Source: an optimization exercise on an open RTL-to-GDS flow (aim: small area, a short achievable clock period and few clock cycles per item). Production flows keep margins and buffers that such runs may drop. RTL that was checked went through simulation tests only; none was proved equivalent to the original. No functional check of the RTL was part of run 1. Power is estimated from default activity; no workload was simulated.

## flow/design.v

```verilog
package cst_pkg;
  localparam int KindW = 6;
  localparam int ErrW  = 3;
  localparam logic [KindW-1:0] K_STAR = 6'd0, K_SLASH = 6'd1, K_MOD = 6'd2, K_XOR = 6'd3,
    K_INVERT = 6'd4, K_SEMI = 6'd5, K_COMMA = 6'd6, K_LBRACE = 6'd7, K_RBRACE = 6'd8,
    K_LPAREN = 6'd9, K_RPAREN = 6'd10, K_LBRACKET = 6'd11, K_RBRACKET = 6'd12,
    K_PLUS = 6'd13, K_INC = 6'd14, K_MINUS = 6'd15, K_DEC = 6'd16, K_OR = 6'd17,
    K_LOR = 6'd18, K_AND = 6'd19, K_LAND = 6'd20, K_ASSIGN = 6'd21, K_EQ = 6'd22,
    K_NOT = 6'd23, K_NEQ = 6'd24, K_LT = 6'd25, K_LE = 6'd26, K_SHL = 6'd27,
    K_GT = 6'd28, K_GE = 6'd29, K_SHR = 6'd30, K_DOT = 6'd31, K_ELLIPSIS = 6'd32,
    K_INTLIT = 6'd33, K_CHARLIT = 6'd34, K_CHAR_OUT = 6'd35, K_IDENT_END = 6'd36,
    K_STRING_END = 6'd37, K_END = 6'd38, K_KW_FIRST = 6'd39;
  localparam logic [ErrW-1:0] E_NONE = 3'd0, E_BAD_CHAR = 3'd1, E_BAD_ESC = 3'd2,
    E_NO_CLOSE = 3'd3, E_EARLY_END = 3'd4;
  typedef struct packed {
    logic [KindW-1:0] kind;
    logic [31:0]      value;
    logic [ErrW-1:0]  err;
    logic [31:0]      line;
    logic             last;
  } result_t;
endpackage
import cst_pkg::*;
module c_subset_tokenizer #(
  parameter int VALUE_BITS      = 32,
  parameter int KEYWORD_MAX_LEN = 6
) (
  input  logic        clk,
  input  logic        rst,
  input  logic        in_valid,
  output logic        in_stall,
  input  logic [7:0]  in_byte,
  input  logic        end_of_input,
  output logic        out_valid,
  input  logic        out_stall,
  output logic [5:0]  token_kind,
  output logic [31:0] token_value,
  output logic [2:0]  error_code,
  output logic [31:0] line_number,
  output logic        last_result
);
  typedef enum logic [3:0] {
    M_IDLE, M_OP, M_DOT2, M_INT, M_IDENT, M_CHAR_OPEN, M_CHAR_ESC,
    M_CHAR_CLOSE, M_STR, M_STR_ESC, M_HALT
  } mode_t;
  localparam logic [3:0] W_VOID = 4'd0, W_INT = 4'd1, W_CHAR = 4'd2, W_LONG = 4'd3,
    W_IF = 4'd4, W_ELSE = 4'd5, W_WHILE = 4'd6, W_FOR = 4'd7, W_RETURN = 4'd8;
  mode_t       mode, mode_next;
  logic [31:0] data, data_next;
  logic [31:0] line_count;
  logic        line_inc;
  logic        second;           
  logic        hv;               
  logic [7:0]  b;                
  logic        eoi;              
  function automatic logic is_digit(input logic [7:0] c);
    is_digit = c >= "0" && c <= "9";
  endfunction
  function automatic logic is_alpha(input logic [7:0] c);
    is_alpha = (c >= "a" && c <= "z") || (c >= "A" && c <= "Z");
  endfunction
  function automatic logic [8:0] esc_val(input logic [7:0] c);
    case (c)
      "a": esc_val = 9'd7;
      "b": esc_val = 9'd8;
      "f": esc_val = 9'd12;
      "n": esc_val = 9'd10;
      "r": esc_val = 9'd13;
      "t": esc_val = 9'd9;
      "v": esc_val = 9'd11;
      8'h5c, 8'h22, 8'h27: esc_val = {1'b1, c};
      default: esc_val = 9'd0;
    endcase
  endfunction
  function automatic logic [7:0] kw_char(input logic [3:0] w, input logic [2:0] p);
    kw_char = 8'd0;
    case (w)
      W_VOID:   case (p) 3'd1: kw_char = "o"; 3'd2: kw_char = "i"; 3'd3: kw_char = "d"; default: ; endcase
      W_INT:    case (p) 3'd1: kw_char = "n"; 3'd2: kw_char = "t"; default: ; endcase
      W_CHAR:   case (p) 3'd1: kw_char = "h"; 3'd2: kw_char = "a"; 3'd3: kw_char = "r"; default: ; endcase
      W_LONG:   case (p) 3'd1: kw_char = "o"; 3'd2: kw_char = "n"; 3'd3: kw_char = "g"; default: ; endcase
      W_ELSE:   case (p) 3'd1: kw_char = "l"; 3'd2: kw_char = "s"; 3'd3: kw_char = "e"; default: ; endcase
      W_WHILE:  case (p) 3'd1: kw_char = "h"; 3'd2: kw_char = "i"; 3'd3: kw_char = "l";
                         3'd4: kw_char = "e"; default: ; endcase
      W_FOR:    case (p) 3'd1: kw_char = "o"; 3'd2: kw_char = "r"; default: ; endcase
      W_RETURN: case (p) 3'd1: kw_char = "e"; 3'd2: kw_char = "t"; 3'd3: kw_char = "u";
                         3'd4: kw_char = "r"; 3'd5: kw_char = "n"; default: ; endcase
      default: ;
    endcase
  endfunction
  function automatic logic [2:0] kw_len(input logic [3:0] w);
    case (w)
      W_VOID, W_CHAR, W_LONG, W_ELSE: kw_len = 3'd4;
      W_INT, W_FOR: kw_len = 3'd3;
      W_IF: kw_len = 3'd2;
      W_WHILE: kw_len = 3'd5;
      W_RETURN: kw_len = 3'd6;
      default: kw_len = 3'd7;
    endcase
  endfunction
  logic             pr;              
  logic [5:0]       pk;
  logic [31:0]      pv;
  logic [2:0]       pe;
  logic             tail;            
  logic             tr;              
  logic [5:0]       tk;
  logic [7:0]       tv;
  logic             te;              
  logic [8:0]       esc;
  logic             idch;
  logic [2:0]       kwp;
  logic [3:0]       kww;
  logic [7:0]       tail_data;
  mode_t            tail_mode;
  assign esc  = esc_val(b);
  assign idch = is_alpha(b) || is_digit(b) || b == "_";
  assign kww  = data[3:0];
  assign kwp  = data[6:4];
  always_comb begin
    tr = 1'b0; tk = K_END; tv = 8'd0; te = 1'b0; line_inc = 1'b0;
    tail_mode = M_IDLE; tail_data = 8'd0;
    if (eoi) begin
      tr = 1'b1;
    end else begin
      case (b)
        8'h20, 8'h09, 8'h0b, 8'h0c, 8'h0d: ;
        8'h0a: line_inc = 1'b1;
        "*": begin tr = 1'b1; tk = K_STAR; end
        "/": begin tr = 1'b1; tk = K_SLASH; end
        "%": begin tr = 1'b1; tk = K_MOD; end
        "^": begin tr = 1'b1; tk = K_XOR; end
        "~": begin tr = 1'b1; tk = K_INVERT; end
        ";": begin tr = 1'b1; tk = K_SEMI; end
        ",": begin tr = 1'b1; tk = K_COMMA; end
        "{": begin tr = 1'b1; tk = K_LBRACE; end
        "}": begin tr = 1'b1; tk = K_RBRACE; end
        "(": begin tr = 1'b1; tk = K_LPAREN; end
        ")": begin tr = 1'b1; tk = K_RPAREN; end
        "[": begin tr = 1'b1; tk = K_LBRACKET; end
        "]": begin tr = 1'b1; tk = K_RBRACKET; end
        "+": begin tail_mode = M_OP; tail_data = {2'b0, K_PLUS}; end
        "-": begin tail_mode = M_OP; tail_data = {2'b0, K_MINUS}; end
        "|": begin tail_mode = M_OP; tail_data = {2'b0, K_OR}; end
        "&": begin tail_mode = M_OP; tail_data = {2'b0, K_AND}; end
        "=": begin tail_mode = M_OP; tail_data = {2'b0, K_ASSIGN}; end
        "!": begin tail_mode = M_OP; tail_data = {2'b0, K_NOT}; end
        "<": begin tail_mode = M_OP; tail_data = {2'b0, K_LT}; end
        ">": begin tail_mode = M_OP; tail_data = {2'b0, K_GT}; end
        ".": begin tail_mode = M_OP; tail_data = {2'b0, K_DOT}; end
        8'h27: tail_mode = M_CHAR_OPEN;
        8'h22: tail_mode = M_STR;
        default: begin
          if (is_digit(b)) begin
            tail_mode = M_INT; tail_data = {4'd0, b[3:0]};
          end else if (is_alpha(b) || b == "_") begin
            tr = 1'b1; tk = K_CHAR_OUT; tv = b; tail_mode = M_IDENT;
            case (b)
              "v": tail_data = {1'b0, 3'd1, W_VOID};
              "i": tail_data = {1'b0, 3'd1, W_INT};
              "c": tail_data = {1'b0, 3'd1, W_CHAR};
              "l": tail_data = {1'b0, 3'd1, W_LONG};
              "e": tail_data = {1'b0, 3'd1, W_ELSE};
              "w": tail_data = {1'b0, 3'd1, W_WHILE};
              "f": tail_data = {1'b0, 3'd1, W_FOR};
              "r": tail_data = {1'b0, 3'd1, W_RETURN};
              default: tail_data = 8'd0;
            endcase
          end else begin
            tr = 1'b1; tv = b; te = 1'b1; tail_mode = M_HALT;
          end
        end
      endcase
    end
  end
  function automatic logic [27:0] add28(input logic [27:0] a, input logic [27:0] c,
                                        input logic cin);
    logic [31:0] g, p, gg, pp;
    g = {4'd0, a & c}; p = {4'd0, a ^ c};
    gg = g; pp = p;
    for (int l = 0; l < 5; l++)
      for (int i = (2 << l) - 1; i < 32; i = i + (2 << l)) begin
        gg[i] = gg[i] | (pp[i] & gg[i - (1 << l)]);
        pp[i] = pp[i] & pp[i - (1 << l)];
      end
    for (int l = 3; l >= 0; l--)
      for (int i = 3 * (1 << l) - 1; i < 32; i = i + (2 << l)) begin
        gg[i] = gg[i] | (pp[i] & gg[i - (1 << l)]);
        pp[i] = pp[i] & pp[i - (1 << l)];
      end
    add28 = p[27:0] ^ ({gg[26:0], 1'b0} | ({pp[26:0], 1'b1} & {28{cin}}));
  endfunction
  function automatic logic [31:0] inc32(input logic [31:0] a, input logic cin);
    logic [31:0] pp;
    pp = a;
    for (int l = 0; l < 5; l++)
      for (int i = (2 << l) - 1; i < 32; i = i + (2 << l))
        pp[i] = pp[i] & pp[i - (1 << l)];
    for (int l = 3; l >= 0; l--)
      for (int i = 3 * (1 << l) - 1; i < 32; i = i + (2 << l))
        pp[i] = pp[i] & pp[i - (1 << l)];
    inc32 = a ^ ({pp[30:0], 1'b1} & {32{cin}});
  endfunction
  logic [4:0]  acc_lo;
  logic [27:0] acc_hi;
  logic [31:0] acc_next;
  assign acc_lo   = {1'b0, data[0], 3'b000} + {1'b0, data[2:0], 1'b0} + {1'b0, b[3:0]};
  assign acc_hi   = add28(data[28:1], data[30:3], acc_lo[4]);
  assign acc_next = {acc_hi[27:0], acc_lo[3:0]};
  logic [2:0] kw_len_w;
  assign kw_len_w = kw_len(kww);
  always_comb begin
    pr = 1'b0; pk = K_END; pv = 32'd0; pe = E_NONE; tail = 1'b0;
    mode_next = mode; data_next = data;
    case (mode)
      M_IDLE: tail = 1'b1;
      M_OP: begin
        if (!eoi && data[5:0] == K_DOT && b == ".") begin
          mode_next = M_DOT2;
        end else if (!eoi && b == "=" &&
                     (data[5:0] == K_ASSIGN || data[5:0] == K_NOT ||
                      data[5:0] == K_LT || data[5:0] == K_GT)) begin
          pr = 1'b1; pk = data[5:0] + 6'd1; mode_next = M_IDLE;
        end else if (!eoi && ((data[5:0] == K_PLUS && b == "+") ||
                              (data[5:0] == K_MINUS && b == "-") ||
                              (data[5:0] == K_OR && b == "|") ||
                              (data[5:0] == K_AND && b == "&"))) begin
          pr = 1'b1; pk = data[5:0] + 6'd1; mode_next = M_IDLE;
        end else if (!eoi && ((data[5:0] == K_LT && b == "<") ||
                              (data[5:0] == K_GT && b == ">"))) begin
          pr = 1'b1; pk = data[5:0] + 6'd2; mode_next = M_IDLE;
        end else begin
          pr = 1'b1; pk = data[5:0]; tail = 1'b1;
        end
      end
      M_DOT2: begin
        pr = 1'b1; mode_next = M_IDLE;
        if (!eoi && b == ".") pk = K_ELLIPSIS;
        else begin
          pe = E_BAD_CHAR; pv = eoi ? 32'd0 : {24'd0, b}; mode_next = M_HALT;
        end
      end
      M_INT: begin
        if (!eoi && is_digit(b)) data_next = acc_next;
        else begin
          pr = 1'b1; pk = K_INTLIT; pv = data; tail = 1'b1;
        end
      end
      M_IDENT: begin
        if (!eoi && idch) begin
          pr = 1'b1; pk = K_CHAR_OUT; pv = {24'd0, b};
          if (kwp != 3'd0 && b == kw_char(kww, kwp))
            data_next[6:4] = kwp + 3'd1;
          else if (kww == W_INT && kwp == 3'd1 && b == "f")
            data_next[6:0] = {3'd2, W_IF};
          else
            data_next[6:4] = 3'd0;
        end else begin
          pr = 1'b1; tail = 1'b1;
          pk = (kwp != 3'd0 && kwp == kw_len_w) ? K_KW_FIRST + {2'b0, kww} : K_IDENT_END;
        end
      end
      M_HALT: ;
      default: begin   
        if (eoi) begin
          pr = 1'b1; pe = E_EARLY_END; mode_next = M_HALT;
        end else begin
          case (mode)
            M_CHAR_OPEN: begin
              if (b == 8'h5c) mode_next = M_CHAR_ESC;
              else begin
                data_next[7:0] = b; mode_next = M_CHAR_CLOSE;
              end
            end
            M_CHAR_ESC: begin
              if (!esc[8] && esc[7:0] == 8'd0) begin
                pr = 1'b1; pe = E_BAD_ESC; pv = {24'd0, b}; mode_next = M_HALT;
              end else begin
                data_next[7:0] = esc[7:0]; mode_next = M_CHAR_CLOSE;
              end
            end
            M_CHAR_CLOSE: begin
              pr = 1'b1; mode_next = M_IDLE;
              if (b == 8'h27) begin
                pk = K_CHARLIT; pv = {24'd0, data[7:0]};
              end else begin
                pe = E_NO_CLOSE; pv = {24'd0, b}; mode_next = M_HALT;
              end
            end
            M_STR: begin
              if (b == 8'h22) begin
                pr = 1'b1; pk = K_STRING_END; mode_next = M_IDLE;
              end else if (b == 8'h5c) begin
                mode_next = M_STR_ESC;
              end else begin
                pr = 1'b1; pk = K_CHAR_OUT; pv = {24'd0, b};
              end
            end
            default: begin   
              pr = 1'b1;
              if (!esc[8] && esc[7:0] == 8'd0) begin
                pe = E_BAD_ESC; pv = {24'd0, b}; mode_next = M_HALT;
              end else begin
                pk = K_CHAR_OUT; pv = {24'd0, esc[7:0]}; mode_next = M_STR;
              end
            end
          endcase
        end
      end
    endcase
    if (tail) begin
      mode_next = tail_mode;
      data_next = (tail_mode == M_INT) ? {24'd0, tail_data} : {data[31:8], tail_data};
    end
  end
  logic       free, adv, use_p, use_t, consume;
  logic       sv;                
  logic [7:0] sb;
  logic       seoi;
  logic       nl_pend;           
  logic [5:0] o_kind;
  logic [7:0] o_val;
  logic [2:0] o_err;
  logic       o_last, o_int;
  assign free    = !out_valid || !out_stall;
  assign adv     = hv && free;
  assign use_p   = pr && !second;
  assign use_t   = !use_p && tail && tr;
  assign consume = adv && !(use_p && tail && tr);
  assign in_stall = sv;
  assign token_kind  = o_kind;
  assign token_value = {o_int ? data[31:8] : 24'd0, o_val};
  assign error_code  = o_err;
  assign line_number = line_count;
  assign last_result = o_last;
  always_ff @(posedge clk) begin
    if (rst) begin
      hv <= 1'b0; sv <= 1'b0; second <= 1'b0; mode <= M_IDLE;
      nl_pend <= 1'b0; out_valid <= 1'b0;
    end else begin
      if (!hv || consume) begin
        if (sv) begin
          hv <= 1'b1; sv <= 1'b0;
        end else hv <= in_valid;
      end else if (in_valid && !sv) sv <= 1'b1;
      if (adv) begin
        out_valid <= use_p || use_t;
        second <= !consume;
        nl_pend <= consume && tail && line_inc;
      end else if (!out_stall) out_valid <= 1'b0;
      if (consume) mode <= mode_next;
    end
  end
  always_ff @(posedge clk)
    if (rst) line_count <= 32'd1;
    else if (free) line_count <= inc32(line_count, hv && nl_pend);
  always_ff @(posedge clk) begin
    if (consume) data <= data_next;
    if (!hv || consume) begin
      b <= sv ? sb : in_byte; eoi <= sv ? seoi : end_of_input;
    end
    if (hv && !consume && !sv) begin
      sb <= in_byte; seoi <= end_of_input;
    end
    if (adv) begin
      o_kind <= use_p ? pk : tk;
      o_val  <= use_p ? pv[7:0] : tv;
      o_err  <= use_p ? pe : (te ? E_BAD_CHAR : E_NONE);
      o_last <= !(use_p && tail && tr);
      o_int  <= use_p && mode == M_INT;
    end
  end
endmodule
```

## flow/flow/run.sh

```bash
#!/bin/bash
# The standard layout (the standard.sh: standard synthesis, floorplan, placement, CTS,
# routing), with one change: the port buffers that placement inserts on every input and output
# are plain sky130_fd_sc_hd__buf_2 cells instead of the delay cells buffer_ports picks by default.
set -euo pipefail
export BUFFER_PORTS_ARGS="-buffer_cell sky130_fd_sc_hd__buf_2"
bash standard.sh finish > standard_flow.log 2>&1
```

## flow/standard.sh

```bash
#!/bin/bash
# synth_recipe.tcl (not shown) runs the flow's synth.tcl, then flattens the netlist and writes it again
# the make line also repeats each setting of config.mk as NAME=value (left out here)
make -C /OpenROAD-flow-scripts/flow DESIGN_CONFIG=/design/flow/config.mk WORK_HOME=/design/flow/orfs CLKGATE_MAP_FILE= SYNTH_SCRIPT=/design/flow/synth_recipe.tcl "${@:-finish}"
```

## flow/config.mk

```make
export PLATFORM = sky130hd
export DESIGN_NAME = c_subset_tokenizer
export DESIGN_NICKNAME = c_subset_tokenizer
export VERILOG_FILES = /design/flow/design.v
export SDC_FILE = /design/flow/constraint.sdc
export NUM_CORES = 4
export LEC_CHECK = 0
export ABC_AREA = 1
export ABC_CLOCK_PERIOD_IN_PS = 3000
export CAP_MARGIN = 20
export CORE_MARGIN = 2
export CORE_UTILIZATION = 60
export CTS_BUF_LIST = sky130_fd_sc_hd__clkbuf_4 sky130_fd_sc_hd__clkbuf_8
export SETUP_SLACK_MARGIN = 4.5
export SLEW_MARGIN = 20
```

## flow/constraint.sdc

```tcl
create_clock -name core_clock -period 7.5 [get_ports {clk}]
set_input_delay 1.5000 -clock core_clock [delete_from_list [all_inputs] [get_ports {clk}]]
set_output_delay 1.5000 -clock core_clock [all_outputs]
set_load 0.01 [all_outputs]
```

==> results of run 1 <==
-- worst max path at each step --
| stage | slack, ns | endpoint | startpoint | cells past startpoint |
|---|---|---|---|---|
| global placement | 3.48 | sb[1] | eoi | 11 |
| floorplan | 3.74 | data[10] | out_stall | 6 |
| detailed placement | 3.45 | sb[3] | eoi | 11 |
| global route | 3.99 | data[27] | b[3] | 17 |
| CTS | 4.28 | data[19] | data[0] | 17 |
| finish | 4.09 | data[15] | b[3] | 15 |
-- timing repair --
item / CTS / global route
endpoints found under the setup margin: 137 / 78
buffers inserted: 122 / 60
gates cloned: 6 / 3
endpoints found under the hold margin: 0 / 0
gates resized for setup: 135 / 164
pin swaps: 69 / 96
-- where the power goes --
group	switching [W]	leakage, nW	internal (W)
sequential	0.0000808	1.01	0.000811
clock	0.000279	0.220	0.000346
combinational	0.00187	4.85	0.00114
total	0.00223	6.08	0.00229
-- area by class of cell --
cell class / count / area [sq um] / area share, %
multi-input combinational: 975 / 6500 / 50.0
inverter: 185 / 772 / 5.93
clock buffer: 20 / 263 / 2.02
sequential: 113 / 2950 / 22.7
tap: 188 / 235 / 1.81
timing repair buffer: 276 / 2120 / 16.3
timing repair inverter: 2 / 13.8 / 0.106
clock inverter: 12 / 153 / 1.17
-- worst register-to-register path, stage by stage (launching register included) --
cell      delay [ns]
edfxtp_1        0.49
fa_1            0.58
inv_2           0.05
fa_2            0.43
xnor2_4         0.28
a21oi_2         0.10
o21bai_1        0.20
nand2_1         0.11
inv_2           0.09
nor2_4          0.04
o21bai_4        0.20
nand3_2         0.13
a21oi_2         0.21
nor2_2          0.07
o21ai_1         0.13
a21oi_1         0.06
-- per-stage QoR --
stage               util (%)  cells  hold slack, ns
floorplan                  -   1302           0.466
global placement        65.3   1548           0.472
detailed placement      65.3   1548           0.481
CTS                     78.2   1708           0.491
global route            85.6   1771           0.522
finish                  85.6   1771           0.488
-- cell usage in the layout, fill, tap and decap left out, types with 7 or more instances in the layout --
cell	count
a21oi_1	80
a21oi_2	15
buf_12	7
buf_2	87
buf_4	149
buf_6	28
clkbuf_8	18
dfxtp_1	44
edfxtp_1	69
ha_1	40
ha_4	8
inv_1	130
inv_2	35
inv_4	13
mux2_2	10
nand2_1	235
nand2_2	51
nand2_4	27
nand3_1	56
nand3_2	16
nand3_4	9
nand4_1	21
nor2_1	118
nor2_2	15
nor2_4	36
nor3_1	33
nor3_2	12
o211ai_1	8
o21ai_0	41
o21ai_1	10
o21ai_2	12
o22ai_1	8
xnor2_1	9
xor2_1	14
-- per-layer routing --
metal	global-route usage (%)	vias to the layer above	share of wire, %
met5	0.588	-	0
met4	18.2	0	7.1
met3	10.3	334	14
met2	63.9	1139	44
met1	52.2	5230	35
li1	-	4957	-
-- flip-flops by register name, summed over array words and instances, names as in the netlist --
signal / cells
hv: 1
second: 1
kw_len_w: 3
line_count: 32
mode: 4
o_int: 1
o_kind: 6
sv: 1
o_err: 3
out_valid: 1
o_last: 1
eoi: 1
o_val: 8
data: 32
nl_pend: 1
sb: 8
seoi: 1
b: 8
-- cell families after synthesis --
group / after synthesis / share of synthesized area, %
AO/OA/AOI/OAI: 233 / 15.1
XOR/XNOR: 24 / 2.26
adder cells (fa/ha/maj): 52 / 7.24
buffers and inverters: 218 / 9.59
flip-flops: 113 / 31.7
multiplexers: 10 / 1.21
AND/OR/NAND/NOR: 652 / 32.9
==> impl_metrics.toml, run 1 <==
[run]
drv_cap = 0

[global_routing]
grt_use_total_pct = 40.3
grt_max_degree = 29
globalRouteOverflowTotal = 0
grt_pass1_wl_um = 51800
grt_pass1_vias = 9937
antenna_found_initial = 0

[route]
drtAntennaViolNets = 0
drt_iter0_markers = 2015
drtPass1Iterations = 9
drc = 0
via_count = 11660
wl_per_cell_um = 22.2
via_per_inst = 6.58
routed_wl_um = 39400

[critical_path]
cp_top_family = "adder cells"
arrival_ns = 3.62
rr_worst_depth = 15
r2r-end = "data[15]"
required_ns = 7.71
cp_slowest_cell = "fa_1"
path_max_fanout = 4
slowest_delay_ns = 0.58
crit_buf_inv = 2
worstSetupStartpointType = "flip-flop"
crit_type = "flip-flop to flip-flop"
crit_chain = "fa_1 -> inv_2 -> fa_2 -> xnor2_4 -> a21oi_2 -> o21bai_1 -> nand2_1 -> inv_2 -> nor2_4 -> o21bai_4 -> nand3_2 -> a21oi_2 -> nor2_2 -> o21ai_1 -> a21oi_1"
endpoint_kind = "flip-flop"
reg2reg_setup_slack_ns = 4.09
r2r-start = "b[3]"

[logic_synthesis]
ys_seq_area_share_pct = 31.7
synth_top_area_share_pct = 22.3
yosysMostFrequentCell = "nand2_1"
synth-edff-count = 69
syn_area_sq_um = 9300
synthCells = 1302
syn_avg_cell_area_sq_um = 7.14
ys_top_cells_by_area = "edfxtp_1 22%, nand2_1 12%, dfxtp_1 9.5%"
synth-seq-cells = 113
yosysWarnings = 1
synthesis.nets = 1367
yosysTopAreaCell = "edfxtp_1"
yosys-top-cells-count = "286 x nand2_1, 152 x inv_1, 140 x nor2_1"
synth_ff_type = "edfxtp_1"
synth_cell_types = 66
async_flop_share_pct = 0

[power]
power-per-cell-area_nw_per_um2 = 348
vdd_drop_max_uv = 247
power_w = 0.00453
cellLeakagePower_nw = 6.08

[finish]
synthToLayoutAreaGrowth_pct = 39.9
fill_cells = 811
layout-drive-gt1-share_pct = 38.5
fin_area_sq_um = 13000
fin_nets = 1635
antenna_cells = 0

[place]
io_buffer_count = 88
hpwlAfterDp_um = 21400
post_dp_cell_area_sq_um = 9920
pre_cts_ws_ns = 3.45
gp_congestion = 1.03

[sta]
slew_viol_final = 0
period_minus_slack_ns = 3.41
fmax_mhz = 293
hold_viol_final = 0
slew_headroom_pct = 48.5
period_share_pct = 45.5
setup_viol = 0
setup_tns_ns = 0
worstMarginPinSlew_ns = 0.771
rsz0062_at_grt = "yes"
clock_skew_ns = 0.0156
finalWorstSetupSlack_ns = 4.09

[worst_hold_path]
hp-start = "nl_pend"
whs_endpoint = "nl_pend"
min-delay-path-class = "flip-flop to flip-flop"
holdPathStages = 2

[floorplanning]
die_h_um = 129
die_area_sq_um = 16500
coreArea_sq_um = 15200
ios = 89
start_util_pct = 61.2
rows = 45
die_width_um = 129

[clock_network]
cts.root.buffer_cell = "clkbuf_8"
cts_made_buffers = 17
path_clk_slew_ns = 0.07
clk_latency_ns = 0.46
cts_sinks = 113
clockBufferDepth = 2
cts_tree = "done"
hold_buffers = 0
htree_num_levels = 4

[status]
status = "finished clean"
==> run 2, diff against run 1 <==
--- a/flow/design.v
+++ b/flow/design.v
@@ -74,15 +74,15 @@
   endfunction
-  function automatic logic [7:0] kw_char(input logic [3:0] w, input logic [2:0] p);
+  function automatic logic [7:0] kw_char(input logic [3:0] w, input logic [2:0] r);
     kw_char = 8'd0;
     case (w)
-      W_VOID:   case (p) 3'd1: kw_char = "o"; 3'd2: kw_char = "i"; 3'd3: kw_char = "d"; default: ; endcase
-      W_INT:    case (p) 3'd1: kw_char = "n"; 3'd2: kw_char = "t"; default: ; endcase
-      W_CHAR:   case (p) 3'd1: kw_char = "h"; 3'd2: kw_char = "a"; 3'd3: kw_char = "r"; default: ; endcase
-      W_LONG:   case (p) 3'd1: kw_char = "o"; 3'd2: kw_char = "n"; 3'd3: kw_char = "g"; default: ; endcase
-      W_ELSE:   case (p) 3'd1: kw_char = "l"; 3'd2: kw_char = "s"; 3'd3: kw_char = "e"; default: ; endcase
-      W_WHILE:  case (p) 3'd1: kw_char = "h"; 3'd2: kw_char = "i"; 3'd3: kw_char = "l";
-                         3'd4: kw_char = "e"; default: ; endcase
-      W_FOR:    case (p) 3'd1: kw_char = "o"; 3'd2: kw_char = "r"; default: ; endcase
-      W_RETURN: case (p) 3'd1: kw_char = "e"; 3'd2: kw_char = "t"; 3'd3: kw_char = "u";
-                         3'd4: kw_char = "r"; 3'd5: kw_char = "n"; default: ; endcase
+      W_VOID:   case (r) 3'd3: kw_char = "o"; 3'd2: kw_char = "i"; 3'd1: kw_char = "d"; default: ; endcase
+      W_INT:    case (r) 3'd2: kw_char = "n"; 3'd1: kw_char = "t"; default: ; endcase
+      W_CHAR:   case (r) 3'd3: kw_char = "h"; 3'd2: kw_char = "a"; 3'd1: kw_char = "r"; default: ; endcase
+      W_LONG:   case (r) 3'd3: kw_char = "o"; 3'd2: kw_char = "n"; 3'd1: kw_char = "g"; default: ; endcase
+      W_ELSE:   case (r) 3'd3: kw_char = "l"; 3'd2: kw_char = "s"; 3'd1: kw_char = "e"; default: ; endcase
+      W_WHILE:  case (r) 3'd4: kw_char = "h"; 3'd3: kw_char = "i"; 3'd2: kw_char = "l";
+                         3'd1: kw_char = "e"; default: ; endcase
+      W_FOR:    case (r) 3'd2: kw_char = "o"; 3'd1: kw_char = "r"; default: ; endcase
+      W_RETURN: case (r) 3'd5: kw_char = "e"; 3'd4: kw_char = "t"; 3'd3: kw_char = "u";
+                         3'd2: kw_char = "r"; 3'd1: kw_char = "n"; default: ; endcase
       default: ;
@@ -90,12 +90,2 @@
   endfunction
-  function automatic logic [2:0] kw_len(input logic [3:0] w);
-    case (w)
-      W_VOID, W_CHAR, W_LONG, W_ELSE: kw_len = 3'd4;
-      W_INT, W_FOR: kw_len = 3'd3;
-      W_IF: kw_len = 3'd2;
-      W_WHILE: kw_len = 3'd5;
-      W_RETURN: kw_len = 3'd6;
-      default: kw_len = 3'd7;
-    endcase
-  endfunction
   logic             pr;              
@@ -158,11 +148,11 @@
             case (b)
-              "v": tail_data = {1'b0, 3'd1, W_VOID};
-              "i": tail_data = {1'b0, 3'd1, W_INT};
-              "c": tail_data = {1'b0, 3'd1, W_CHAR};
-              "l": tail_data = {1'b0, 3'd1, W_LONG};
-              "e": tail_data = {1'b0, 3'd1, W_ELSE};
-              "w": tail_data = {1'b0, 3'd1, W_WHILE};
-              "f": tail_data = {1'b0, 3'd1, W_FOR};
-              "r": tail_data = {1'b0, 3'd1, W_RETURN};
-              default: tail_data = 8'd0;
+              "v": tail_data = {1'b0, 3'd3, W_VOID};
+              "i": tail_data = {1'b0, 3'd2, W_INT};
+              "c": tail_data = {1'b0, 3'd3, W_CHAR};
+              "l": tail_data = {1'b0, 3'd3, W_LONG};
+              "e": tail_data = {1'b0, 3'd3, W_ELSE};
+              "w": tail_data = {1'b0, 3'd4, W_WHILE};
+              "f": tail_data = {1'b0, 3'd2, W_FOR};
+              "r": tail_data = {1'b0, 3'd5, W_RETURN};
+              default: tail_data = {1'b0, 3'd7, 4'd0};
             endcase
@@ -203,10 +193,14 @@
   endfunction
-  logic [4:0]  acc_lo;
+  logic [3:0]  x10, acc_lo;
+  logic        k10, c10, c1, c2;
   logic [27:0] acc_hi;
   logic [31:0] acc_next;
-  assign acc_lo   = {1'b0, data[0], 3'b000} + {1'b0, data[2:0], 1'b0} + {1'b0, b[3:0]};
-  assign acc_hi   = add28(data[28:1], data[30:3], acc_lo[4]);
-  assign acc_next = {acc_hi[27:0], acc_lo[3:0]};
-  logic [2:0] kw_len_w;
-  assign kw_len_w = kw_len(kww);
+  assign x10 = {data[2] ^ data[0], data[1], data[0], 1'b0};
+  assign k10 = data[2] & data[0];
+  assign c1  = x10[1] & b[1];
+  assign c2  = (x10[2] & b[2]) | ((x10[2] | b[2]) & c1);
+  assign c10 = (x10[3] & b[3]) | ((x10[3] | b[3]) & c2);
+  assign acc_lo = {x10[3] ^ b[3] ^ c2, x10[2] ^ b[2] ^ c1, x10[1] ^ b[1], b[0]};
+  assign acc_hi = add28(data[28:1], data[30:3], k10 | c10);
+  assign acc_next = {acc_hi, acc_lo};
   always_comb begin
@@ -251,11 +245,11 @@
           pr = 1'b1; pk = K_CHAR_OUT; pv = {24'd0, b};
-          if (kwp != 3'd0 && b == kw_char(kww, kwp))
-            data_next[6:4] = kwp + 3'd1;
-          else if (kww == W_INT && kwp == 3'd1 && b == "f")
-            data_next[6:0] = {3'd2, W_IF};
+          if (b == kw_char(kww, kwp))
+            data_next[6:4] = kwp - 3'd1;
+          else if (kww == W_INT && kwp == 3'd2 && b == "f")
+            data_next[6:0] = {3'd0, W_IF};
           else
-            data_next[6:4] = 3'd0;
+            data_next[6:4] = 3'd7;
         end else begin
           pr = 1'b1; tail = 1'b1;
-          pk = (kwp != 3'd0 && kwp == kw_len_w) ? K_KW_FIRST + {2'b0, kww} : K_IDENT_END;
+          pk = (kwp == 3'd0) ? K_KW_FIRST + {2'b0, kww} : K_IDENT_END;
         end
@@ -323,3 +317,3 @@
   logic [2:0] o_err;
-  logic       o_last, o_int;
+  logic       o_last;
   assign free    = !out_valid || !out_stall;
@@ -331,3 +325,3 @@
   assign token_kind  = o_kind;
-  assign token_value = {o_int ? data[31:8] : 24'd0, o_val};
+  assign token_value = {data[31:8], o_val};
   assign error_code  = o_err;
@@ -357,3 +351,7 @@
   always_ff @(posedge clk) begin
-    if (consume) data <= data_next;
+    if (consume) data[7:0] <= data_next[7:0];
+    if (adv) begin
+      if (mode != M_INT || second) data[31:8] <= 24'd0;
+      else if (!eoi && is_digit(b)) data[31:8] <= acc_next[31:8];
+    end
     if (!hv || consume) begin
@@ -369,3 +367,2 @@
       o_last <= !(use_p && tail && tr);
-      o_int  <= use_p && mode == M_INT;
     end
--- a/flow/config.mk
+++ b/flow/config.mk
@@ -11,4 +11,3 @@
 export CORE_MARGIN = 2
-export CORE_UTILIZATION = 60
-export CTS_BUF_LIST = sky130_fd_sc_hd__clkbuf_4 sky130_fd_sc_hd__clkbuf_8
+export CORE_UTILIZATION = 55
 export SETUP_SLACK_MARGIN = 4.5
==> run 2 against run 1 <==
  * Sequential share of layout area rose by 4.5 points
  * Critical endpoint is now sb[1]
  * First-iteration DRC count fell by 49%
  * Critical path type unchanged
  * Largest power group unchanged
  * Power fell by 23%
  * Final cell count fell by 7.8%
  * Still clean
==> impl_metrics.toml, run 2 <==
[logic_synthesis]
yosysWarnings = 1
syn_avg_cell_area_sq_um = 6.98
syn_area_sq_um = 9020
async_flop_share_pct = 0
synthesis.nets = 1352
synthCells = 1291
ys_seq_area_share_pct = 31.8
synth-edff-count = 68
ys_top_cells_by_area = "edfxtp_1 23%, nand2_1 13%, dfxtp_1 9.1%"
synth-seq-cells = 109
synth_ff_type = "edfxtp_1"
yosysTopAreaCell = "edfxtp_1"
synth_top_area_share_pct = 22.6
yosys-top-cells-count = "320 x nand2_1, 148 x nor2_1, 126 x inv_1"
synth_cell_types = 59
yosysMostFrequentCell = "nand2_1"

[route]
wl_per_cell_um = 17.6
via_count = 9519
drc = 0
routed_wl_um = 28800
drtPass1Iterations = 5
drt_iter0_markers = 1035
drtAntennaViolNets = 0
via_per_inst = 5.83

[place]
place_inst = 1548
gp_congestion = 1.00
io_buffer_count = 88
hpwlAfterDp_um = 20200
post_dp_cell_area_sq_um = 9460

[sta]
setup_tns_ns = 0
rsz0062_at_grt = "yes"
setup_viol = 0
hold_viol_final = 0
period_share_pct = 39.3
clock_skew_ns = 0.0132
worstMarginPinSlew_ns = 0.626
slew_viol_final = 0
period_minus_slack_ns = 2.95
fmax_mhz = 339
slew_headroom_pct = 58.2

[critical_path]
endpoint_kind = "flip-flop"
rr_worst_depth = 17
arrival_ns = 3.01
crit_start = "b[2]"
r2r-end = "sb[1]"
path_max_fanout = 14
required_ns = 7.56
worstSetupStartpointType = "flip-flop"
reg2reg_setup_slack_ns = 4.55
cp-endpoint = "sb[1]"
r2r-start = "b[2]"
crit_type = "flip-flop to flip-flop"

[run]
drv_cap = 0

[finish]
synthToLayoutAreaGrowth_pct = 16.9
layout-drive-gt1-share_pct = 21.0
fin_area_sq_um = 10500
layout_common_cells = "311 x nand2_1, 138 x nor2_1, 121 x inv_1"
fin_nets = 1473
layout.cells.non_filler = 1633
antenna_cells = 0
fill_cells = 1460
reg_top3 = "data x32, line_count x32"
final_common_cell = "nand2_1"

[floorplanning]
start_util_pct = 56.6
die_h_um = 132
die_width_um = 132
die_area_sq_um = 17400
coreArea_sq_um = 15900
ios = 89
rows = 46

[global_routing]
grt_pass1_vias = 8495
grt_use_total_pct = 31.7
globalRouteOverflowTotal = 0
grt_max_degree = 28
met3_usage_pct = 8.42
met1_usage_pct = 43.3
globalRoute.busiestLayer = "met2"
grt_pass1_wl_um = 44000
grt_use_met2_pct = 48.8
antenna_found_initial = 0

[clock_network]
cts_sinks = 109
cts_tree = "done"
htree_num_levels = 3
clockBufferDepth = 2
cts_made_buffers = 9
path_clk_slew_ns = 0.07
cts.root.buffer_cell = "clkbuf_16"
clk_latency_ns = 0.37

[power]
vdd_drop_max_uv = 195
p_sw_w = 0.00172
intPower_w = 0.00177
power.share.clock_pct = 14.3
cellLeakagePower_nw = 4.92
combPwrFrac_pct = 60.9
pwr-share-seq_pct = 24.8
p_sw_share_pct = 49.3
power-per-cell-area_nw_per_um2 = 331

[worst_hold_path]
min-delay-path-class = "flip-flop to flip-flop"

[status]
status = "finished clean"
## run 2: cell count changes after synthesis, moves of 7 or more
cell     previous run  this run
buf_4               6        30
inv_1             152       126
inv_2              28        18
nand2_1           286       320
nand3_1            71        82
nor2_1            140       148
nor2_2             15         5
nor2_4             12         5
o21ai_0            55        80
## run 2: worst min-delay path by stage
stage | start | end | slack [ns] | depth (start not counted)
floorplan | line_count[15] | line_count[15] | 0.49 | 2
global placement | line_count[27] | line_count[27] | 0.47 | 2
detailed placement | line_count[5] | line_count[5] | 0.48 | 2
CTS | line_count[5] | line_count[5] | 0.49 | 2
global route | line_count[27] | line_count[27] | 0.52 | 2
finish | line_count[5] | line_count[5] | 0.48 | 2
## run 2: kinds of logic after synthesis
family / after synthesis / synth area share, %
simple gates: 666 / 33.2
compound gates: 239 / 15.1
buf+inv: 197 / 9.63
flops: 109 / 31.8
fa+ha+maj: 48 / 6.91
xor+xnor: 23 / 2.23
mux: 9 / 1.12
## run 2: metal layers
metal | up-vias | part of all wire [%] | wire (um)
met3 | 96 | 11 | 3120
met2 | 528 | 44 | 12600
li1 | 4564 | - | -
met1 | 4331 | 42 | 12200
met5 | - | 0 | 0
met4 | 0 | 3.3 | 963
## run 2: layout make-up
cell class	count	area (sq um)	share of cell area, %
Timing Repair inverter	1	5.00	0.0475
Tap cell	216	270	2.56
Clock buffer	11	264	2.50
Sequential cell	109	2860	27.2
Inverter	147	581	5.51
Timing Repair Buffer	157	978	9.28
Multi-Input combinational cell	987	5540	52.6
Clock inverter	5	40.0	0.380
## run 2: worst max-delay path, cell delays in order (launching register included)
cell and delay [ns]:
edfxtp_1 0.44, buf_4 0.19, buf_4 0.14, nand2_4 0.09
inv_2 0.05, nand2_1 0.14, inv_2 0.12, nand2_4 0.13
nand3_2 0.10, nor2_4 0.15, nand2_2 0.11, nand2_2 0.13
nand2_8 0.11, clkinv_8 0.11, nand3_4 0.13, nand2_8 0.14
nand2_8 0.12, nor2_4 0.20
## run 2: metrics by stage
| step | worst slack (ns) | hold WS (ns) | total power [W] | utilization, % |
|---|---|---|---|---|
| 2_1_floorplan | 4.52 | 0.489 | 0.00212 | - |
| 3_3_place_gp | 3.61 | 0.474 | 0.00258 | 59.3 |
| 3_5_place_dp | 3.56 | 0.477 | 0.00258 | 59.3 |
| 4_1_cts | 4.51 | 0.489 | 0.00319 | 63.1 |
| 5_1_grt | 4.47 | 0.520 | 0.00371 | 66.1 |
| 6_report | 4.55 | 0.484 | 0.00349 | 66.1 |
## run 2: timing repair
item	in CTS	in global routing
endpoints found under the setup margin	53	57
hold buffers	0	0
cloned	2	1
setup buffers	31	35
resized for setup	16	52
pin swaps	3	15
## run 2: power groups by stage
stage	Combinational, W	Sequential, W	Clock, W
after global placement	0.00165	0.000929	0
after detailed placement	0.00165	0.000930	0
after floorplan	0.00124	0.000874	0
after CTS	0.00182	0.000866	0.000504
final	0.00213	0.000867	0.000498
after global routing	0.00230	0.000876	0.000532
Testbench counts of run 2, summed over its fixed seeds: cycles 24,552, bytes 24,324.
==> run 3, diff against run 2 <==
--- a/flow/design.v
+++ b/flow/design.v
@@ -22,2 +22,42 @@
 endpackage
+module cst_add28 (
+  input  logic [27:0] a,
+  input  logic [27:0] c,
+  input  logic        cin,
+  output logic [27:0] s
+);
+  always_comb begin : sum
+    logic [31:0] g, p, gg, pp;
+    g = {4'd0, a & c}; p = {4'd0, a ^ c};
+    gg = g; pp = p;
+    for (int l = 0; l < 5; l++)
+      for (int i = (2 << l) - 1; i < 32; i = i + (2 << l)) begin
+        gg[i] = gg[i] | (pp[i] & gg[i - (1 << l)]);
+        pp[i] = pp[i] & pp[i - (1 << l)];
+      end
+    for (int l = 3; l >= 0; l--)
+      for (int i = 3 * (1 << l) - 1; i < 32; i = i + (2 << l)) begin
+        gg[i] = gg[i] | (pp[i] & gg[i - (1 << l)]);
+        pp[i] = pp[i] & pp[i - (1 << l)];
+      end
+    s = p[27:0] ^ ({gg[26:0], 1'b0} | ({pp[26:0], 1'b1} & {28{cin}}));
+  end
+endmodule
+module cst_inc32 (
+  input  logic [31:0] a,
+  input  logic        cin,
+  output logic [31:0] s
+);
+  always_comb begin : sum
+    logic [31:0] pp;
+    pp = a;
+    for (int l = 0; l < 5; l++)
+      for (int i = (2 << l) - 1; i < 32; i = i + (2 << l))
+        pp[i] = pp[i] & pp[i - (1 << l)];
+    for (int l = 3; l >= 0; l--)
+      for (int i = 3 * (1 << l) - 1; i < 32; i = i + (2 << l))
+        pp[i] = pp[i] & pp[i - (1 << l)];
+    s = a ^ ({pp[30:0], 1'b1} & {32{cin}});
+  end
+endmodule
 import cst_pkg::*;
@@ -165,30 +205,2 @@
   end
-  function automatic logic [27:0] add28(input logic [27:0] a, input logic [27:0] c,
-                                        input logic cin);
-    logic [31:0] g, p, gg, pp;
-    g = {4'd0, a & c}; p = {4'd0, a ^ c};
-    gg = g; pp = p;
-    for (int l = 0; l < 5; l++)
-      for (int i = (2 << l) - 1; i < 32; i = i + (2 << l)) begin
-        gg[i] = gg[i] | (pp[i] & gg[i - (1 << l)]);
-        pp[i] = pp[i] & pp[i - (1 << l)];
-      end
-    for (int l = 3; l >= 0; l--)
-      for (int i = 3 * (1 << l) - 1; i < 32; i = i + (2 << l)) begin
-        gg[i] = gg[i] | (pp[i] & gg[i - (1 << l)]);
-        pp[i] = pp[i] & pp[i - (1 << l)];
-      end
-    add28 = p[27:0] ^ ({gg[26:0], 1'b0} | ({pp[26:0], 1'b1} & {28{cin}}));
-  endfunction
-  function automatic logic [31:0] inc32(input logic [31:0] a, input logic cin);
-    logic [31:0] pp;
-    pp = a;
-    for (int l = 0; l < 5; l++)
-      for (int i = (2 << l) - 1; i < 32; i = i + (2 << l))
-        pp[i] = pp[i] & pp[i - (1 << l)];
-    for (int l = 3; l >= 0; l--)
-      for (int i = 3 * (1 << l) - 1; i < 32; i = i + (2 << l))
-        pp[i] = pp[i] & pp[i - (1 << l)];
-    inc32 = a ^ ({pp[30:0], 1'b1} & {32{cin}});
-  endfunction
   logic [3:0]  x10, acc_lo;
@@ -203,3 +215,3 @@
   assign acc_lo = {x10[3] ^ b[3] ^ c2, x10[2] ^ b[2] ^ c1, x10[1] ^ b[1], b[0]};
-  assign acc_hi = add28(data[28:1], data[30:3], k10 | c10);
+  cst_add28 u_add (.a(data[28:1]), .c(data[30:3]), .cin(k10 | c10), .s(acc_hi));
   assign acc_next = {acc_hi, acc_lo};
@@ -347,5 +359,7 @@
   end
+  logic [31:0] line_next;
+  cst_inc32 u_inc (.a(line_count), .cin(hv && nl_pend), .s(line_next));
   always_ff @(posedge clk)
     if (rst) line_count <= 32'd1;
-    else if (free) line_count <= inc32(line_count, hv && nl_pend);
+    else if (free) line_count <= line_next;
   always_ff @(posedge clk) begin
==> flow/flow/run.sh (replaced) <==
#!/bin/bash
set -euo pipefail
W=$PWD
F=$W/flow
R=orfs/results/sky130hd/c_subset_tokenizer/base
RC=orfs_custom/results/sky130hd/c_subset_tokenizer/base
export BUFFER_PORTS_ARGS="-buffer_cell sky130_fd_sc_hd__buf_2"

bash standard.sh synth > standard_synth.log 2>&1

if python3 $F/make_synth.py $W $F > make_synth.log 2>&1; then
  sed -e "s|WORK_HOME=[^ ]*|WORK_HOME=$W/orfs_custom|" \
      -e "s|SYNTH_SCRIPT=[^ ]*|SYNTH_SCRIPT=$W/custom_synth.tcl|" standard.sh > custom.sh
  if bash custom.sh synth > custom_synth.log 2>&1 &&
     python3 $F/same_regs.py $R/1_2_yosys.v $RC/1_2_yosys.v > same_regs.log 2>&1; then
    cp $R/1_2_yosys.v standard_1_2_yosys.v
    cp $RC/1_2_yosys.v $R/1_2_yosys.v
    touch $R/1_2_yosys.v
    echo "using the custom synthesis" >> same_regs.log
  fi
fi

bash standard.sh finish > standard_flow.log 2>&1
==> flow/flow/custom_abc.script (new file) <==
strash
&get -n
&deepsyn -T 90
&put
dch -f
map -B 0.9
topo
stime -c
buffer -c
upsize -c
dnsize -c
==> flow/flow/make_synth.py (new file) <==
"""Write custom_synth.tcl: bench's synthesis script (synth_recipe.tcl) with ORFS's synth.tcl
replaced by a copy whose ABC step first maps the top module with custom_abc.script (a deeper
area optimisation of the scanner logic) and then maps what is left (the adder and the
incrementer modules) with ORFS's own ABC script, as the standard synthesis does."""
import os, sys
work, flowdir = sys.argv[1], sys.argv[2]
orfs_synth = os.path.join(os.environ["FLOW_HOME"], "scripts", "synth.tcl")
s = open(orfs_synth).read()
old = "  log_cmd abc {*}$abc_args\n"
assert s.count(old) == 1, "abc step not found"
new = ("  log_cmd abc {*}[lreplace $abc_args 1 1 %s] $::env(DESIGN_NAME)\n"
       "  log_cmd abc {*}$abc_args\n") % os.path.join(flowdir, "custom_abc.script")
open(os.path.join(work, "synth_custom.tcl"), "w").write(s.replace(old, new))
b = open(os.path.join(work, "synth_recipe.tcl")).read()
src = "source $::env(SCRIPTS_DIR)/synth.tcl"
assert b.count(src) == 1, "synth.tcl source line not found"
open(os.path.join(work, "custom_synth.tcl"), "w").write(
    b.replace(src, "source " + os.path.join(work, "synth_custom.tcl")))
==> flow/flow/same_regs.py (new file) <==
"""Exit 0 if two Yosys netlists have the same sequential cells: same instance names, same cell
types. Also refuse a netlist that still holds unmapped Yosys cells."""
import re, sys

def regs(path):
    out, generic = {}, 0
    for m in re.finditer(r"^\s*(\S+)\s+(\S+)\s*\(", open(path).read(), re.M):
        cell, inst = m.group(1), m.group(2)
        if cell.startswith("\\$") or cell.startswith("$"):
            generic += 1
        if re.match(r"sky130_fd_sc_hd__(e?df|dl|sdf)", cell):
            out[inst] = cell
    return out, generic

a, ga = regs(sys.argv[1])
b, gb = regs(sys.argv[2])
print(f"standard: {len(a)} registers; custom: {len(b)} registers, {gb} unmapped cells")
if a != b or gb or not a:
    for k in sorted(set(a) | set(b)):
        if a.get(k) != b.get(k):
            print("differs:", k, a.get(k), b.get(k))
    sys.exit(1)
print("same registers")
--- a/flow/config.mk
+++ b/flow/config.mk
@@ -14 +14,3 @@
 export SLEW_MARGIN = 20
+export SYNTH_HIERARCHICAL = 1
+export SYNTH_MINIMUM_KEEP_SIZE = 0
==> run 3 against run 2 <==
  * Cell area fell by 7.1%
  * Area after synthesis fell by 4.9%
  * Critical endpoint is now o_val[0]
  * Still clean on timing, DRC and antenna
  * Clock power fell by 4%
  * Largest power group unchanged
==> impl_metrics.toml, run 3 <==
[place]
hpwlAfterDp_um = 16800
gp_congestion = 0.990
io_buffer_count = 88
place_inst = 1336

[global_routing]
grt_use_met2_pct = 42.5
globalRouteOverflowTotal = 0
grt_max_degree = 33
met1_usage_pct = 39.2
grt_pass1_wl_um = 36300
antenna_found_initial = 0
globalRoute.busiestLayer = "met2"
met3_usage_pct = 6.20
grt_use_total_pct = 27.8
grt_pass1_vias = 7079

[power]
power.share.clock_pct = 16.2
cellLeakagePower_nw = 4.63
pwr-share-seq_pct = 28.5
p_sw_share_pct = 46.7
vdd_drop_max_uv = 173
intPower_w = 0.00158
combPwrFrac_pct = 55.3
power_w = 0.00296
power-per-cell-area_nw_per_um2 = 302
p_sw_w = 0.00138

[floorplanning]
die_area_sq_um = 16600
rows = 45
coreArea_sq_um = 15200
ios = 89
die_width_um = 129
start_util_pct = 56.4
die_h_um = 129

[clock_network]
htree_num_levels = 3
clockBufferDepth = 2
clk_latency_ns = 0.36
cts_tree = "done"
cts.root.buffer_cell = "clkbuf_16"
cts_sinks = 109
cts_made_buffers = 9
path_clk_slew_ns = 0.07
hold_buffers = 0

[logic_synthesis]
synthesis.nets = 1162
synthCells = 1103
syn_area_sq_um = 8570
yosysWarnings = 9
syn_avg_cell_area_sq_um = 7.77

[sta]
rsz0062_at_grt = "yes"
period_minus_slack_ns = 2.92
hold_viol_final = 0
slew_viol_final = 0
setup_tns_ns = 0
period_share_pct = 39.0
clock_skew_ns = 0.00914
fmax_mhz = 342
setup_viol = 0
slew_headroom_pct = 48.7
worstMarginPinSlew_ns = 0.768

[finish]
final_common_cell = "nand2_1"
layout-drive-gt1-share_pct = 25.9
final-seq-area_sq_um = 2860
reg_top3 = "data x32, line_count x32"
fill_cells = 1417
multi_input_area_sq_um = 4990
fin_nets = 1263
synthToLayoutAreaGrowth_pct = 14.2
layout_common_cells = "201 x nand2_1, 135 x inv_1, 109 x nor2_1"
layout.cells.non_filler = 1397
antenna_cells = 0
fin_util_pct = 64.4

[critical_path]
worstSetupStartpointType = "flip-flop"
path_max_fanout = 8
required_ns = 7.60
rr_worst_depth = 12
endpoint_kind = "flip-flop"
crit_start = "mode[3]"
reg2reg_setup_slack_ns = 4.58
arrival_ns = 3.03
crit_type = "flip-flop to flip-flop"
r2r-start = "mode[3]"
r2r-end = "o_val[0]"

[route]
drt_iter0_markers = 807
drc = 0
drtPass1Iterations = 7
drtAntennaViolNets = 0
via_count = 7871
wl_per_cell_um = 16.4
routed_wl_um = 22900
via_per_inst = 5.63

[worst_hold_path]
holdPathStages = 2
min-delay-path-class = "flip-flop to flip-flop"
hp-start = "nl_pend"
whs_endpoint = "nl_pend"

[status]
status = "finished clean"

[run]
drv_cap = 0
## run 3: worst max path at each step
stage / slack [ns] / to
3_3_place_gp: 4.01 / data[18]
2_1_floorplan: 4.49 / data[10]
5_1_grt: 4.44 / o_val[0]
6_report: 4.58 / o_val[0]
4_1_cts: 4.34 / data[10]
3_5_place_dp: 3.97 / data[17]
## run 3: metrics by stage
stage,area [sq um],worst slack (ns),hold slack [ns]
6_report,9790,4.58,0.542
5_1_grt,9790,4.44,0.569
4_1_cts,9510,4.34,0.537
3_5_place_dp,9010,3.97,0.522
3_3_place_gp,9010,4.01,0.518
2_1_floorplan,8610,4.49,0.496
## run 3: area by class of cell
class                      instances  area share, %
sequential                       109           29.2
multi-input combinational        791           50.9
clock inverter                     4          0.396
timing repair inverter             1         0.0511
inverter                         160           6.34
clock buffer                      12           2.73
timing repair buffer             132           7.91
tap                              188           2.40
## run 3: what timing repair did
item | CTS | global route
setup buffers | 23 | 19
endpoints found under the setup margin | 81 | 75
gates resized for setup | 6 | 37
cloned | 2 | 1
pin swaps | 1 | 10
## run 3: power by group through the flow
stage | logic (W) | clock network (W) | registers [W]
final | 0.00164 | 0.000480 | 0.000843
after floorplan | 0.00106 | 0 | 0.000845
after detailed placement | 0.00135 | 0 | 0.000915
after global routing | 0.00181 | 0.000517 | 0.000851
after CTS | 0.00148 | 0.000492 | 0.000841
after global placement | 0.00137 | 0 | 0.000913
## run 3: layer usage
layer,up-vias,routed length (um)
met2,370,10100
met4,0,587
met1,3595,10100
li1,3852,-
met3,54,2130
met5,-,0
## run 3: critical path: stages (launching register included)
cell and delay (ns):
dfxtp_1 0.41, nor2_2 0.21, inv_1 0.10, nor2_1 0.23
inv_1 0.22, nor2_2 0.45, clkinvlp_4 0.19, o21ai_0 0.12
nand4_1 0.28, inv_1 0.26, nor2_1 0.06, nand2_1 0.08
nand2_1 0.06
Testbench counts of run 3, summed over its fixed seeds: cycles 24,552, bytes 24,324.
==> run 4, diff against run 3 <==
--- a/flow/design.v
+++ b/flow/design.v
@@ -53,2 +53,3 @@
     pp = a;
+    pp[0] = a[0] & cin;
     for (int l = 0; l < 5; l++)
@@ -59,3 +60,3 @@
         pp[i] = pp[i] & pp[i - (1 << l)];
-    s = a ^ ({pp[30:0], 1'b1} & {32{cin}});
+    s = a ^ {pp[30:0], cin};
   end
--- a/flow/config.mk
+++ b/flow/config.mk
@@ -12,3 +12,3 @@
 export CORE_UTILIZATION = 55
-export SETUP_SLACK_MARGIN = 4.5
+export SETUP_SLACK_MARGIN = 4.7
 export SLEW_MARGIN = 20
==> run 4 against run 3 <==
  * Flip-flop and latch count is the same
  * First-iteration DRC count up 12%
  * Via count is 4.1% higher
  * Critical path depth increased by 2
  * Die area is 0.65% lower
  * Register-to-register slack improved by 0.14 ns
  * Routed wire length is 8.6% higher
  * Critical endpoint is now o_val[3]
  * Largest power group unchanged
==> impl_metrics.toml, run 4 <==
[floorplanning]
die_h_um = 128
die_width_um = 128
start_util_pct = 56.2
ios = 89
rows = 45
coreArea_sq_um = 15100
die_area_sq_um = 16500

[sta]
hold_viol_final = 0
setup_viol = 0
rsz0062_at_grt = "yes"
period_minus_slack_ns = 2.79
slew_headroom_pct = 33.1
period_share_pct = 37.1
setup_tns_ns = 0
slew_viol_final = 0
fmax_mhz = 359
clock_skew_ns = 0.0142
worstMarginPinSlew_ns = 1.00

[critical_path]
cp_slowest_cell = "edfxtp_1"
crit_buf_inv = 3
required_ns = 7.61
rr_worst_depth = 14
endpoint_kind = "flip-flop"
worstSetupStartpointType = "flip-flop"
r2r-end = "o_val[3]"
slowest_delay_ns = 0.58
path_max_fanout = 7
r2r-start = "b[3]"
reg2reg_setup_slack_ns = 4.71
crit_chain = "clkinv_4 -> buf_2 -> o21ai_0 -> nand3_1 -> o21ai_0 -> inv_1 -> nand2_1 -> nor2_1 -> nand2_1 -> o21ai_2 -> nand2_4 -> nand2_4 -> nand2_2 -> nand3_2"
cp_top_family = "simple AND/OR/NAND/NOR gates"
crit_type = "flip-flop to flip-flop"
arrival_ns = 2.89

[clock_network]
cts_made_buffers = 9
cts_tree = "done"
clk_latency_ns = 0.36
path_clk_slew_ns = 0.09
clockBufferDepth = 2
cts_sinks = 109
htree_num_levels = 3
cts.root.buffer_cell = "clkbuf_16"

[power]
cellLeakagePower_nw = 5.05
p_sw_w = 0.00120
combPwrFrac_pct = 51.9
power.share.clock_pct = 18.7
intPower_w = 0.00151
power-per-cell-area_nw_per_um2 = 269
p_sw_share_pct = 44.4
vdd_drop_max_uv = 165
pwr-share-seq_pct = 29.4

[logic_synthesis]
yosysWarnings = 9
syn_area_sq_um = 8510
synthesis.nets = 1183
syn_avg_cell_area_sq_um = 7.68
synthCells = 1108

[global_routing]
grt_pass1_vias = 7542
grt_max_degree = 33
grt_use_total_pct = 29.6
globalRouteOverflowTotal = 0
antenna_found_initial = 1
grt_pass1_wl_um = 38300

[route]
drtPass1Iterations = 8
wl_per_cell_um = 17.5
routed_wl_um = 24900
drtAntennaViolNets = 0
drt_iter0_markers = 900
via_count = 8197
drc = 0
via_per_inst = 5.77

[finish]
reg_top3 = "data x32, line_count x32"
layout_common_cells = "204 x nand2_1, 140 x inv_1, 93 x nor2_1"
fin_area_sq_um = 10100
fin_util_pct = 66.6
layout-drive-gt1-share_pct = 27.9
synthToLayoutAreaGrowth_pct = 18.4
fin_nets = 1301
final_common_cell = "nand2_1"

[place]
post_dp_cell_area_sq_um = 8940
io_buffer_count = 88
hpwlAfterDp_um = 17700
gp_congestion = 1.06

[worst_hold_path]
hp-start = "line_count[30]"
whs_endpoint = "line_count[30]"
holdPathStages = 1
min-delay-path-class = "flip-flop to flip-flop"

[status]
status = "finished clean"

[run]
drv_cap = 0
[run 4: cell type report]
class | instances | area, sq um
multi-input combinational | 791 | 5090
fill | 1309 | 5070
sequential | 109 | 2870
timing repair buffer | 152 | 942
inverter | 162 | 629
clock buffer | 11 | 264
tap | 188 | 235
clock inverter | 5 | 45.0
timing repair inverter | 1 | 5.00
antenna | 1 | 2.50
[run 4: stage by stage]
step	hold WS (ns)	std cells	setup WS, ns	power [W]
floorplan	0.505	1108	4.70	0.00161
global placement	0.502	1339	4.14	0.00191
detailed placement	0.510	1339	4.10	0.00190
CTS	0.529	1392	4.67	0.00252
global route	0.553	1419	4.63	0.00286
finish	0.527	1420	4.71	0.00271
[run 4: worst max-delay path by stage]
| stage | start | to | slack [ns] | cells past startpoint |
|---|---|---|---|---|
| 6_report | b[3] | o_val[3] | 4.71 | 14 |
| 5_1_grt | b[1] | data[31] | 4.63 | 22 |
| 4_1_cts | sv | in_stall | 4.67 | 1 |
| 3_5_place_dp | data[1] | data[2] | 4.10 | 14 |
| 3_3_place_gp | data[1] | data[0] | 4.14 | 14 |
| 2_1_floorplan | out_stall | sb[0] | 4.70 | 6 |
[run 4: timing repair]
item | CTS | global route
hold buffers | 0 | 0
gates resized for setup | 22 | 75
cloned | 1 | 1
setup buffers | 36 | 26
setup endpoints to repair | 75 | 90
pin swaps | 8 | 24
[run 4: power by group through the flow]
stage               combinational [W]  sequential [W]  clock [W]
finish                        0.00141        0.000796   0.000505
global route                  0.00152        0.000804   0.000533
CTS                           0.00122        0.000796   0.000510
detailed placement            0.00104        0.000855          0
global placement              0.00105        0.000855          0
floorplan                    0.000804        0.000804          0
[run 4: per-layer routing]
| metal | global-route usage, % | share of wire [%] |
|---|---|---|
| met5 | 0 | 0.052 |
| met4 | 14.5 | 5.2 |
| met3 | 7.15 | 11 |
| met2 | 44.0 | 42 |
| met1 | 40.4 | 42 |
Testbench counts of run 4, summed over its fixed seeds: cycles 24,552, bytes 24,324.
==> run 5, diff against run 4 <==
--- a/flow/config.mk
+++ b/flow/config.mk
@@ -12,3 +12,3 @@
 export CORE_UTILIZATION = 55
-export SETUP_SLACK_MARGIN = 4.7
+export SETUP_SLACK_MARGIN = 4.6
 export SLEW_MARGIN = 20
==> run 5 against run 4 <==
  * Clock skew shrank 0.0090 ns
  * Global-route usage shrank 0.54 points
  * Area after synthesis is the same
  * Non-clock buffer count shrank 10
  * Routed wire length shrank 2.7%
  * Synthesized cell count is the same
  * Fmax shrank 3.1%
  * Power shrank 4.5%
  * Critical path type unchanged
==> impl_metrics.toml, run 5 <==
[status]
status = "finished clean"

[floorplanning]
die_area_sq_um = 16500
die_h_um = 128
start_util_pct = 56.2
coreArea_sq_um = 15100
ios = 89
die_width_um = 128
rows = 45

[clock_network]
path_clk_slew_ns = 0.07
cts.root.buffer_cell = "clkbuf_16"
cts_made_buffers = 9
clockBufferDepth = 2
cts_tree = "done"
clk_latency_ns = 0.35
htree_num_levels = 3
cts_sinks = 109
hold_buffers = 0

[critical_path]
crit_type = "flip-flop to flip-flop"
arrival_ns = 2.98
cp_slowest_cell = "edfxtp_1"
required_ns = 7.60
crit_buf_inv = 2
worstSetupStartpointType = "flip-flop"
cp_top_family = "simple AND/OR/NAND/NOR gates"
endpoint_kind = "flip-flop"
crit_chain = "buf_6 -> inv_2 -> nand2_1 -> nand2_1 -> o21ai_1 -> nand2_2 -> nand3_2 -> a21oi_4 -> nand3_4 -> nand2_4 -> nand2_4 -> nand2_4 -> nand2_2 -> nand2_4 -> nand2_4 -> nand2_1 -> nand2_1"
slowest_delay_ns = 0.42
critPathMostFrequentCell = "nand2_4"
path_max_fanout = 6

[global_routing]
globalRouteOverflowTotal = 0
grt_max_degree = 33
antenna_found_initial = 0
grt_use_total_pct = 29.0
grt_pass1_wl_um = 37300
grt_pass1_vias = 7280

[finish]
layout-drive-gt1-share_pct = 24.8
fin_util_pct = 64.7
layout_common_cells = "215 x nand2_1, 142 x inv_1, 98 x nor2_1"
synthToLayoutAreaGrowth_pct = 15.1
fin_nets = 1291
antenna_cells = 0
reg_top3 = "data x32, line_count x32"
final_common_cell = "nand2_1"
layout.cells.non_filler = 1409

[sta]
worstMarginPinSlew_ns = 1.01
setup_tns_ns = 0
clock_skew_ns = 0.00517
hold_viol_final = 0
fmax_mhz = 348
setup_viol = 0
rsz0062_at_grt = "yes"
period_share_pct = 38.3
slew_headroom_pct = 32.6
period_minus_slack_ns = 2.87
slew_viol_final = 0

[route]
via_per_inst = 5.68
drtAntennaViolNets = 0
wl_per_cell_um = 17.2
drt_iter0_markers = 921
via_count = 8010
routed_wl_um = 24200
drtPass1Iterations = 6
drc = 0

[power]
power_w = 0.00259
cellLeakagePower_nw = 4.99
vdd_drop_max_uv = 157
power-per-cell-area_nw_per_um2 = 264

[worst_hold_path]
min-delay-path-class = "flip-flop to flip-flop"

[place]
place_inst = 1339
gp_congestion = 1.03
io_buffer_count = 88
hpwlAfterDp_um = 17800

[logic_synthesis]
synthesis.nets = 1183
syn_area_sq_um = 8510
yosysWarnings = 9
synthCells = 1108
syn_avg_cell_area_sq_um = 7.68

[run]
drv_cap = 0
## run 5: path summary, 6_finish.rpt
kind / start / endpoint / slack, ns / cells past startpoint
worst max-delay path: b[1] / o_val[7] / 4.63 / 17
worst min-delay path: line_count[1] / line_count[1] / 0.52 / 1
worst max register to register: b[1] / o_val[7] / 4.63 / 17
worst min register to register: line_count[1] / line_count[1] / 0.52 / 1
## run 5: area by class of cell
cell class,count,area (sq um)
clock buffer,9,225
clock inverter,7,58.8
fill,1364,5350
inverter,162,618
multi-input combinational,791,4940
sequential,109,2860
tap,188,235
timing repair buffer,142,853
timing repair inverter,1,5.00
## run 5: where the power goes
group | switching (W) | internal (W) | total, W | leakage, nW
combinational | 0.000861 | 0.000468 | 0.00133 | 3.86
sequential | 0.0000654 | 0.000730 | 0.000796 | 0.987
clock | 0.000230 | 0.000231 | 0.000461 | 0.144
## run 5: per-stage QoR
step / area [sq um] / hold slack [ns] / worst slack (ns)
3_5_place_dp: 8920 / 0.498 / 4.16
2_1_floorplan: 8540 / 0.505 / 4.61
5_1_grt: 9800 / 0.557 / 4.55
4_1_cts: 9450 / 0.520 / 4.54
6_report: 9800 / 0.519 / 4.63
3_3_place_gp: 8920 / 0.502 / 4.08
## run 5: layer usage
metal | wire length, um | global-route usage [%] | vias up
met4 | 1100 | 12.2 | 0
met3 | 2130 | 6.57 | 89
met1 | 10700 | 40.2 | 3619
li1 | - | - | 3876
met5 | 0 | 0 | -
met2 | 10300 | 43.9 | 426
## run 5: what timing repair did
item / in CTS / in global routing
pin swaps: 5 / 10
setup buffers: 28 / 24
cloned: 0 / 2
resized for setup: 8 / 45
endpoints found under the setup margin: 67 / 86
## run 5: worst reg2reg max path, delay by kind of cell, from the launching register on
kind / cells / cell delay, ns
AND/OR/NAND/NOR: 13 / 1.57
flip-flops: 1 / 0.42
AO/OA/AOI/OAI: 2 / 0.34
buffers and inverters: 2 / 0.31

==> port drivers added, routing unchanged <==
The flow's constraints put no driver on any port. The routed layouts listed below were extracted and timed again, unchanged, in two steps.
Step 1 (the two cells are an assumption about what drives the block):
set clk [get_ports {clk}]
set_driving_cell -lib_cell sky130_fd_sc_hd__clkbuf_16 $clk
set_driving_cell -lib_cell sky130_fd_sc_hd__buf_2 [delete_from_list [all_inputs] $clk]
Step 2 moves the port delays by t, midway between the first and last clock arrival at a register: inputs arrive t later, outputs are due t later. That takes back most of the time a late clock gives input paths.
a / b / c = ideal ports / drivers / drivers and shift; a / b = the first two.
run | t, ns | setup slack, ns | worst setup path after step 2 | latest minus earliest clock arrival (ns) | pins driven straight from the clock port
run 1 | 0.498 | 4.088 / 4.088 / 3.754 | input to register | 0.016 / 0.016 | 1
run 2 | 0.406 | 4.552 / 4.552 / 4.196 | input to register | 0.015 / 0.015 | 1
run 3 | 0.398 | 4.578 / 4.578 / 4.219 | input to register | 0.010 / 0.010 | 1
run 4 | 0.397 | 4.714 / 4.714 / 4.536 | input to register | 0.014 / 0.014 | 1
run 5 | 0.395 | 4.626 / 4.626 / 4.375 | input to register | 0.005 / 0.005 | 1
After both steps setup and hold are still met in every run listed. For run 3, which loses most, drivers alone change the setup slack by 0.000 ns; drivers and shift together by -0.359 ns.
